Source: an optimization exercise on an open RTL-to-GDS flow (aim: small area, a short achievable clock period and few clock cycles per item). Production flows keep margins and buffers that such runs may drop. Function was checked by simulation only, so behaviour that the tests miss may differ from the original.

==> trial 55: inputs <==
==> flow/design.v <==
package bba_pkg;
    localparam int BLOCK_W = 10;
    localparam int COUNT_W = 11;
    localparam int STATUS_W = 2;
    localparam int WORD_W = 5;
    localparam int WORDS = 32;
    localparam int MARK_W = 32;
    localparam int POS_W = 5;
    localparam logic REQ_ALLOC = 1'b0;
    localparam logic REQ_FREE = 1'b1;
    localparam logic [STATUS_W-1:0] ST_OK = 2'd0;
    localparam logic [STATUS_W-1:0] ST_NOFREE = 2'd1;
    localparam logic [STATUS_W-1:0] ST_RANGE = 2'd2;
    localparam logic REG_BLK_COUNT = 1'b0;
    localparam logic [COUNT_W-1:0] BLK_COUNT_RESET = 11'd1024;
endpackage
import bba_pkg::*;
module bba_mark_mem (
    input  logic                 clk,
    input  logic                 rst_n,
    input  logic [WORDS-1:0]     wr_en,
    input  logic [MARK_W-1:0]    wr_data,
    input  logic                 wr_full,
    input  logic [WORDS-1:0]     rd_sel,
    output logic [MARK_W-1:0]    rd_data,
    output logic [WORDS-1:0]     full
);
    logic [MARK_W-1:0] mem_q [WORDS];
    logic [WORDS-1:0]  word_vld_reg;
    logic [WORDS-1:0]  full_reg;
    always_ff @(posedge clk or negedge rst_n)
    begin
        if (!rst_n)
        begin
            word_vld_reg <= '0;
            full_reg <= '0;
        end
        else
        begin
            for (int w = 0; w < WORDS; w++)
            begin
                if (wr_en[w])
                begin
                    word_vld_reg[w] <= 1'b1;
                    full_reg[w] <= wr_full;
                end
            end
        end
    end
    always_ff @(posedge clk)
    begin
        for (int w = 0; w < WORDS; w++)
        begin
            if (wr_en[w])
            begin
                mem_q[w] <= wr_data;
            end
        end
    end
    always_comb
    begin
        rd_data = '0;
        for (int w = 0; w < WORDS; w++)
        begin
            rd_data = rd_data | (mem_q[w] & {MARK_W{rd_sel[w] & word_vld_reg[w]}});
        end
    end
    assign full = full_reg;
endmodule
import bba_pkg::*;
module bitmap_block_allocator_core #(
    parameter int NUM_BLOCKS = 1024
) (
    input  logic                           clk,
    input  logic                           rst_n,
    input  logic                           req_valid,
    output logic                           req_ready,
    input  logic                           req_type,
    input  logic [9:0]                     req_block_number,
    output logic                           res_valid,
    input  logic                           res_ready,
    output logic [1:0]                     res_status,
    output logic [9:0]                     res_allocated_block,
    input  logic                           psel,
    input  logic                           penable,
    input  logic                           pwrite,
    input  logic [2:0]                     paddr,
    input  logic [31:0]                    pwdata,
    output logic [31:0]                    prdata,
    output logic                           pready
);
    logic [COUNT_W-1:0] blk_count_reg;
    logic [COUNT_W-1:0] limit;
    logic               cfg_wr;
    assign pready = 1'b1;
    assign cfg_wr = psel && penable && pwrite && (paddr[2] == REG_BLK_COUNT);
    always_ff @(posedge clk or negedge rst_n)
    begin
        if (!rst_n)
            blk_count_reg <= BLK_COUNT_RESET;
        else if (cfg_wr)
            blk_count_reg <= pwdata[COUNT_W-1:0];
    end
    assign prdata = (paddr[2] == REG_BLK_COUNT) ? 32'(blk_count_reg) : '0;
    assign limit = blk_count_reg[10] ? COUNT_W'(1024) : blk_count_reg;
    logic [WORDS-1:0] word_in_range;
    always_comb
    begin
        for (int w = 0; w < WORDS; w++)
            word_in_range[w] = (COUNT_W'(w * MARK_W) < limit);
    end
    logic [MARK_W-1:0] tail_mask;
    always_comb
    begin
        for (int b = 0; b < MARK_W; b++)
            tail_mask[b] = (POS_W'(b) < limit[POS_W-1:0]);
    end
    logic                r_vld;
    logic                r_type;
    logic [BLOCK_W-1:0]  r_blk;
    logic                q0_vld, q1_vld;
    logic [11:0]         q0_data, q1_data;
    logic                accept, proc, pop;
    logic [11:0]         res_new;
    assign req_ready = !r_vld || !q1_vld;
    assign accept = req_valid && req_ready;
    assign pop = q0_vld && res_ready;
    assign proc = r_vld && (!q1_vld || pop);
    always_ff @(posedge clk or negedge rst_n)
    begin
        if (!rst_n)
        begin
            r_vld <= 1'b0;
            q0_vld <= 1'b0;
            q1_vld <= 1'b0;
        end
        else
        begin
            r_vld <= accept || (r_vld && !proc);
            if (pop)
            begin
                q0_vld <= q1_vld || proc;
                q1_vld <= q1_vld && proc;
            end
            else if (proc)
            begin
                q0_vld <= 1'b1;
                q1_vld <= q0_vld;
            end
        end
    end
    always_ff @(posedge clk)
    begin
        if (accept)
        begin
            r_type <= req_type;
            r_blk <= req_block_number;
        end
        if (pop)
        begin
            q0_data <= q1_vld ? q1_data : res_new;
            q1_data <= res_new;
        end
        else if (proc)
        begin
            if (!q0_vld)
                q0_data <= res_new;
            else
                q1_data <= res_new;
        end
    end
    assign res_valid = q0_vld;
    assign res_status = q0_data[11:10];
    assign res_allocated_block = q0_data[9:0];
    logic [WORD_W-1:0]  cw;
    logic               cv;
    logic [MARK_W-1:0]  cd;
    logic               cpart;
    logic [WORDS-1:0]   mem_full;
    logic [WORDS-1:0]   mem_wr_en;
    logic [MARK_W-1:0]  mem_wr_data;
    logic               mem_wr_full;
    logic [WORDS-1:0]   mem_rd_sel;
    logic [MARK_W-1:0]  mem_rd_data;
    logic [MARK_W-1:0]  free_vec;
    logic [MARK_W-1:0]  pick;
    logic [POS_W-1:0]   pick_pos;
    logic               found;
    logic [MARK_W-1:0]  alloc_data;
    logic               alloc_full;
    assign free_vec = ~cd & (cpart ? tail_mask : '1);
    assign found = cv && (|free_vec);
    always_comb
    begin
        pick = '0;
        pick_pos = '0;
        for (int i = MARK_W - 1; i >= 0; i--)
        begin
            if (free_vec[i])
            begin
                pick = MARK_W'(1) << i;
                pick_pos = POS_W'(i);
            end
        end
    end
    assign alloc_data = cd | pick;
    assign alloc_full = &alloc_data;
    logic [WORD_W-1:0]  f_word;
    logic [MARK_W-1:0]  f_bit;
    logic               f_ok;
    logic [MARK_W-1:0]  free_data;
    assign f_word = r_blk[BLOCK_W-1:POS_W];
    assign f_bit = MARK_W'(1) << r_blk[POS_W-1:0];
    assign f_ok = (COUNT_W'(r_blk) < limit);
    assign free_data = mem_rd_data & ~f_bit;
    logic               p_alloc, p_free;
    logic [WORDS-1:0]   avail;
    logic [WORDS-1:0]   next_sel;
    logic [WORD_W-1:0]  next_word;
    logic               next_any;
    assign p_alloc = proc && (r_type == REQ_ALLOC);
    assign p_free = proc && (r_type == REQ_FREE);
    always_comb
    begin
        avail = word_in_range & ~mem_full;
        if (p_alloc)
            avail[cw] = 1'b0;
        next_sel = '0;
        next_word = '0;
        for (int w = WORDS - 1; w >= 0; w--)
        begin
            if (avail[w])
            begin
                next_sel = WORDS'(1) << w;
                next_word = WORD_W'(w);
            end
        end
        next_any = |avail;
    end
    always_comb
    begin
        mem_rd_sel = p_free ? (WORDS'(1) << f_word) : next_sel;
        mem_wr_en = '0;
        if (p_alloc && found)
            mem_wr_en = WORDS'(1) << cw;
        if (p_free && f_ok)
            mem_wr_en = WORDS'(1) << f_word;
        mem_wr_data = p_free ? free_data : alloc_data;
        mem_wr_full = p_free ? 1'b0 : alloc_full;
    end
    bba_mark_mem u_mem (
        .clk     (clk),
        .rst_n   (rst_n),
        .wr_en   (mem_wr_en),
        .wr_data (mem_wr_data),
        .wr_full (mem_wr_full),
        .rd_sel  (mem_rd_sel),
        .rd_data (mem_rd_data),
        .full    (mem_full)
    );
    logic               load_next, load_free;
    assign load_next = !proc || (p_alloc && found && alloc_full);
    assign load_free = p_free && f_ok && (!cv || (f_word <= cw));
    always_ff @(posedge clk)
    begin
        if (load_next)
        begin
            cw <= next_word;
            cv <= next_any;
            cd <= mem_rd_data;
            cpart <= ({1'b0, next_word} == limit[COUNT_W-1:POS_W]);
        end
        else if (load_free)
        begin
            cw <= f_word;
            cv <= 1'b1;
            cd <= free_data;
            cpart <= ({1'b0, f_word} == limit[COUNT_W-1:POS_W]);
        end
        else if (p_alloc && found)
        begin
            cd <= alloc_data;
        end
    end
    always_comb
    begin
        if (r_type == REQ_ALLOC)
            res_new = found ? {ST_OK, cw, pick_pos} : {ST_NOFREE, 10'd0};
        else
            res_new = f_ok ? {ST_OK, 10'd0} : {ST_RANGE, 10'd0};
    end
endmodule
==> flow/run.sh <==
#!/bin/bash
# synth_recipe.tcl (not shown) runs the flow's synth.tcl, then flattens the netlist and writes it again
# the make line also repeats each setting of config.mk as NAME=value (left out here)
make -C /OpenROAD-flow-scripts/flow DESIGN_CONFIG=/design/flow/config.mk WORK_HOME=/design/flow/orfs CLKGATE_MAP_FILE= SYNTH_SCRIPT=/design/flow/synth_recipe.tcl finish
==> flow/config.mk <==
export PLATFORM = sky130hd
export DESIGN_NAME = bitmap_block_allocator_core
export DESIGN_NICKNAME = bitmap_block_allocator_core
export VERILOG_FILES = /design/flow/design.v
export SDC_FILE = /design/flow/constraint.sdc
export NUM_CORES = 4
export LEC_CHECK = 0
export CAP_MARGIN = 20
export CORE_MARGIN = 2
export CORE_UTILIZATION = 40
export SLEW_MARGIN = 20
==> flow/constraint.sdc <==
create_clock -name core_clock -period 9.0 [get_ports {clk}]
set_input_delay 1.8000 -clock core_clock [delete_from_list [all_inputs] [get_ports {clk}]]
set_output_delay 1.8000 -clock core_clock [all_outputs]
set_load 0.01 [all_outputs]
==> build 72: changes against trial 55 <==
--- a/flow/design.v
+++ b/flow/design.v
@@ -57,14 +57,18 @@
             end
         end
     end
-    always_comb
-    begin
-        rd_data = '0;
+    logic [MARK_W-1:0] rd_raw;
+    logic              rd_vld;
+    always_comb
+    begin
+        rd_raw = '0;
         for (int w = 0; w < WORDS; w++)
         begin
-            rd_data = rd_data | (mem_q[w] & {MARK_W{rd_sel[w] & word_vld_reg[w]}});
-        end
-    end
+            rd_raw = rd_raw | (mem_q[w] & {MARK_W{rd_sel[w]}});
+        end
+    end
+    assign rd_vld = |(rd_sel & word_vld_reg);
+    assign rd_data = rd_raw & {MARK_W{rd_vld}};
     assign full = full_reg;
 endmodule
 import bba_pkg::*;
@@ -115,9 +119,9 @@
         for (int b = 0; b < MARK_W; b++)
             tail_mask[b] = (POS_W'(b) < limit[POS_W-1:0]);
     end
-    logic                r_vld;
-    logic                r_type;
-    logic [BLOCK_W-1:0]  r_blk;
+    logic                r_vld, r_vld_next;
+    logic                r_type, r_type_next;
+    logic [BLOCK_W-1:0]  r_blk, r_blk_next;
     logic                q0_vld, q1_vld;
     logic [11:0]         q0_data, q1_data;
     logic                accept, proc, pop;
@@ -125,7 +129,10 @@
     assign req_ready = !r_vld || !q1_vld;
     assign accept = req_valid && req_ready;
     assign pop = q0_vld && res_ready;
-    assign proc = r_vld && (!q1_vld || pop);
+    assign proc = r_vld && !q1_vld;
+    assign r_vld_next = accept || (r_vld && !proc);
+    assign r_type_next = accept ? req_type : r_type;
+    assign r_blk_next = accept ? req_block_number : r_blk;
     always_ff @(posedge clk or negedge rst_n)
     begin
         if (!rst_n)
@@ -136,11 +143,11 @@
         end
         else
         begin
-            r_vld <= accept || (r_vld && !proc);
+            r_vld <= r_vld_next;
             if (pop)
             begin
                 q0_vld <= q1_vld || proc;
-                q1_vld <= q1_vld && proc;
+                q1_vld <= 1'b0;
             end
             else if (proc)
             begin
@@ -151,11 +158,8 @@
     end
     always_ff @(posedge clk)
     begin
-        if (accept)
-        begin
-            r_type <= req_type;
-            r_blk <= req_block_number;
-        end
+        r_type <= r_type_next;
+        r_blk <= r_blk_next;
         if (pop)
         begin
             q0_data <= q1_vld ? q1_data : res_new;
@@ -172,81 +176,81 @@
     assign res_valid = q0_vld;
     assign res_status = q0_data[11:10];
     assign res_allocated_block = q0_data[9:0];
-    logic [WORD_W-1:0]  cw;
-    logic               cv;
-    logic [MARK_W-1:0]  cd;
+    logic [WORD_W-1:0]  cw, cw_next;
+    logic               cv, cv_next;
+    logic [WORDS-1:0]   word_sel, word_sel_next;
     logic               cpart;
     logic [WORDS-1:0]   mem_full;
     logic [WORDS-1:0]   mem_wr_en;
     logic [MARK_W-1:0]  mem_wr_data;
     logic               mem_wr_full;
-    logic [WORDS-1:0]   mem_rd_sel;
     logic [MARK_W-1:0]  mem_rd_data;
-    logic [MARK_W-1:0]  free_vec;
+    logic               r_alloc, r_free, p_alloc, p_free;
+    logic [WORD_W-1:0]  f_word;
+    logic [MARK_W-1:0]  f_bit;
+    logic               f_ok;
+    assign r_alloc = r_vld && (r_type == REQ_ALLOC);
+    assign r_free = r_vld && (r_type == REQ_FREE);
+    assign p_alloc = proc && (r_type == REQ_ALLOC);
+    assign p_free = proc && (r_type == REQ_FREE);
+    assign f_word = r_blk[BLOCK_W-1:POS_W];
+    assign f_bit = MARK_W'(1) << r_blk[POS_W-1:0];
+    assign f_ok = (COUNT_W'(r_blk) < limit);
+    logic [MARK_W-1:0]  raw_free;
+    logic [MARK_W-1:0]  lower_free;
     logic [MARK_W-1:0]  pick;
     logic [POS_W-1:0]   pick_pos;
     logic               found;
-    logic [MARK_W-1:0]  alloc_data;
+    logic               two_free;
     logic               alloc_full;
-    assign free_vec = ~cd & (cpart ? tail_mask : '1);
-    assign found = cv && (|free_vec);
-    always_comb
-    begin
-        pick = '0;
+    assign cpart = ({1'b0, cw} == limit[COUNT_W-1:POS_W]);
+    assign raw_free = ~mem_rd_data;
+    assign found = cv && (|(raw_free & (cpart ? tail_mask : '1)));
+    always_comb
+    begin
+        lower_free[0] = 1'b0;
+        for (int i = 1; i < MARK_W; i++)
+            lower_free[i] = lower_free[i - 1] | raw_free[i - 1];
+    end
+    assign pick = raw_free & ~lower_free;
+    assign two_free = |(raw_free & lower_free);
+    assign alloc_full = !two_free;
+    always_comb
+    begin
         pick_pos = '0;
-        for (int i = MARK_W - 1; i >= 0; i--)
-        begin
-            if (free_vec[i])
-            begin
-                pick = MARK_W'(1) << i;
-                pick_pos = POS_W'(i);
-            end
-        end
-    end
-    assign alloc_data = cd | pick;
-    assign alloc_full = &alloc_data;
-    logic [WORD_W-1:0]  f_word;
-    logic [MARK_W-1:0]  f_bit;
-    logic               f_ok;
-    logic [MARK_W-1:0]  free_data;
-    assign f_word = r_blk[BLOCK_W-1:POS_W];
-    assign f_bit = MARK_W'(1) << r_blk[POS_W-1:0];
-    assign f_ok = (COUNT_W'(r_blk) < limit);
-    assign free_data = mem_rd_data & ~f_bit;
-    logic               p_alloc, p_free;
+        for (int i = 0; i < MARK_W; i++)
+        begin
+            if (pick[i])
+                pick_pos = pick_pos | POS_W'(i);
+        end
+    end
     logic [WORDS-1:0]   avail;
-    logic [WORDS-1:0]   next_sel;
+    logic [WORDS-1:0]   lower_avail;
+    logic [WORDS-1:0]   next_oh;
     logic [WORD_W-1:0]  next_word;
     logic               next_any;
-    assign p_alloc = proc && (r_type == REQ_ALLOC);
-    assign p_free = proc && (r_type == REQ_FREE);
     always_comb
     begin
         avail = word_in_range & ~mem_full;
-        if (p_alloc)
+        if (r_alloc)
             avail[cw] = 1'b0;
-        next_sel = '0;
+        lower_avail[0] = 1'b0;
+        for (int w = 1; w < WORDS; w++)
+            lower_avail[w] = lower_avail[w - 1] | avail[w - 1];
+        next_oh = avail & ~lower_avail;
         next_word = '0;
-        for (int w = WORDS - 1; w >= 0; w--)
-        begin
-            if (avail[w])
-            begin
-                next_sel = WORDS'(1) << w;
-                next_word = WORD_W'(w);
-            end
+        for (int w = 0; w < WORDS; w++)
+        begin
+            if (next_oh[w])
+                next_word = next_word | WORD_W'(w);
         end
         next_any = |avail;
     end
     always_comb
     begin
-        mem_rd_sel = p_free ? (WORDS'(1) << f_word) : next_sel;
-        mem_wr_en = '0;
-        if (p_alloc && found)
-            mem_wr_en = WORDS'(1) << cw;
-        if (p_free && f_ok)
-            mem_wr_en = WORDS'(1) << f_word;
-        mem_wr_data = p_free ? free_data : alloc_data;
-        mem_wr_full = p_free ? 1'b0 : alloc_full;
+        mem_wr_en = word_sel & {WORDS{proc && (r_free ? f_ok : found)}};
+        mem_wr_data = r_free ? (mem_rd_data & ~f_bit) : (mem_rd_data | pick);
+        mem_wr_full = !r_free && alloc_full;
     end
     bba_mark_mem u_mem (
         .clk     (clk),
@@ -254,33 +258,44 @@
         .wr_en   (mem_wr_en),
         .wr_data (mem_wr_data),
         .wr_full (mem_wr_full),
-        .rd_sel  (mem_rd_sel),
+        .rd_sel  (word_sel),
         .rd_data (mem_rd_data),
         .full    (mem_full)
     );
     logic               load_next, load_free;
-    assign load_next = !proc || (p_alloc && found && alloc_full);
-    assign load_free = p_free && f_ok && (!cv || (f_word <= cw));
+    logic [WORDS-1:0]   cw_oh_next;
+    assign load_next = !r_vld || (p_alloc && found && alloc_full);
+    assign load_free = p_free && f_ok && (!cv || (f_word < cw));
+    always_comb
+    begin
+        if (load_next)
+        begin
+            cw_next = next_word;
+            cv_next = next_any;
+            cw_oh_next = next_oh;
+        end
+        else if (load_free)
+        begin
+            cw_next = f_word;
+            cv_next = 1'b1;
+            cw_oh_next = WORDS'(1) << f_word;
+        end
+        else
+        begin
+            cw_next = cw;
+            cv_next = cv;
+            cw_oh_next = WORDS'(1) << cw;
+        end
+        if (r_vld_next && (r_type_next == REQ_FREE))
+            word_sel_next = WORDS'(1) << r_blk_next[BLOCK_W-1:POS_W];
+        else
+            word_sel_next = cw_oh_next;
+    end
     always_ff @(posedge clk)
     begin
-        if (load_next)
-        begin
-            cw <= next_word;
-            cv <= next_any;
-            cd <= mem_rd_data;
-            cpart <= ({1'b0, next_word} == limit[COUNT_W-1:POS_W]);
-        end
-        else if (load_free)
-        begin
-            cw <= f_word;
-            cv <= 1'b1;
-            cd <= free_data;
-            cpart <= ({1'b0, f_word} == limit[COUNT_W-1:POS_W]);
-        end
-        else if (p_alloc && found)
-        begin
-            cd <= alloc_data;
-        end
+        cw <= cw_next;
+        cv <= cv_next;
+        word_sel <= word_sel_next;
     end
     always_comb
     begin
ABC_CLOCK_PERIOD_IN_PS = 4000   (was unset)
CORE_UTILIZATION = 55   (was 40)
SETUP_SLACK_MARGIN = 4.5   (was unset)
==> impl_metrics.json <==
{
  "run_status": "complete, no violations",
  "final_cells": 5654,
  "multi_input_area_share": 0.2599,
  "grt_use_met3": 0.07021,
  "post_cts_buffers": 0,
  "reg2regPathDepth": 16,
  "vias_per_cell": 6.779
}
-- figures above: trial 55

==> impl_metrics.json <==
{
  "run_status": "complete, no violations",
  "reg2regPathDepth": 17,
  "multi_input_area_share": 0.2147,
  "grt_use_met3": 0.08944,
  "final_cells": 4535,
  "vias_per_cell": 7.169,
  "post_cts_buffers": 48
}
-- figures above: build 72

Testbench counts of trial 55, summed over its fixed seeds: cycles 16,168, items 16,152.
Testbench counts of build 72, summed over its fixed seeds: cycles 16,168, items 16,152.

## separate check: timing with driven ports
How much do the figures lean on ideal ports? The routed layouts below were timed once more, with nothing changed but the port constraints.
Step 1 assumes that a clkbuf_16 drives the clock port and a buf_2 every other input.
Step 2 adds t to the input delays and takes it off the output delays; t is the mean of the earliest and latest rising clock arrival at the registers after step 1. Input paths then give back, and output paths get back, about the clock's delay inside the block.
a / b / c = no drivers / after step 1 / after step 2; a / b = the first two.
| run | shift t [ns] | slack for setup (ns) | latest minus earliest clock arrival (ns) | cell pins on the clock port's net |
|---|---|---|---|---|
| trial 55 | 0.797 | 1.261 / 1.311 / 0.514 | 0.051 / 0.050 | 1 |
| build 72 | 0.789 | 4.468 / 4.468 / 4.278 | 0.042 / 0.042 | 1 |
After both steps every run listed still meets setup and hold. For trial 55, which loses most, drivers alone change the setup slack by +0.050 ns; drivers and shift together by -0.747 ns.
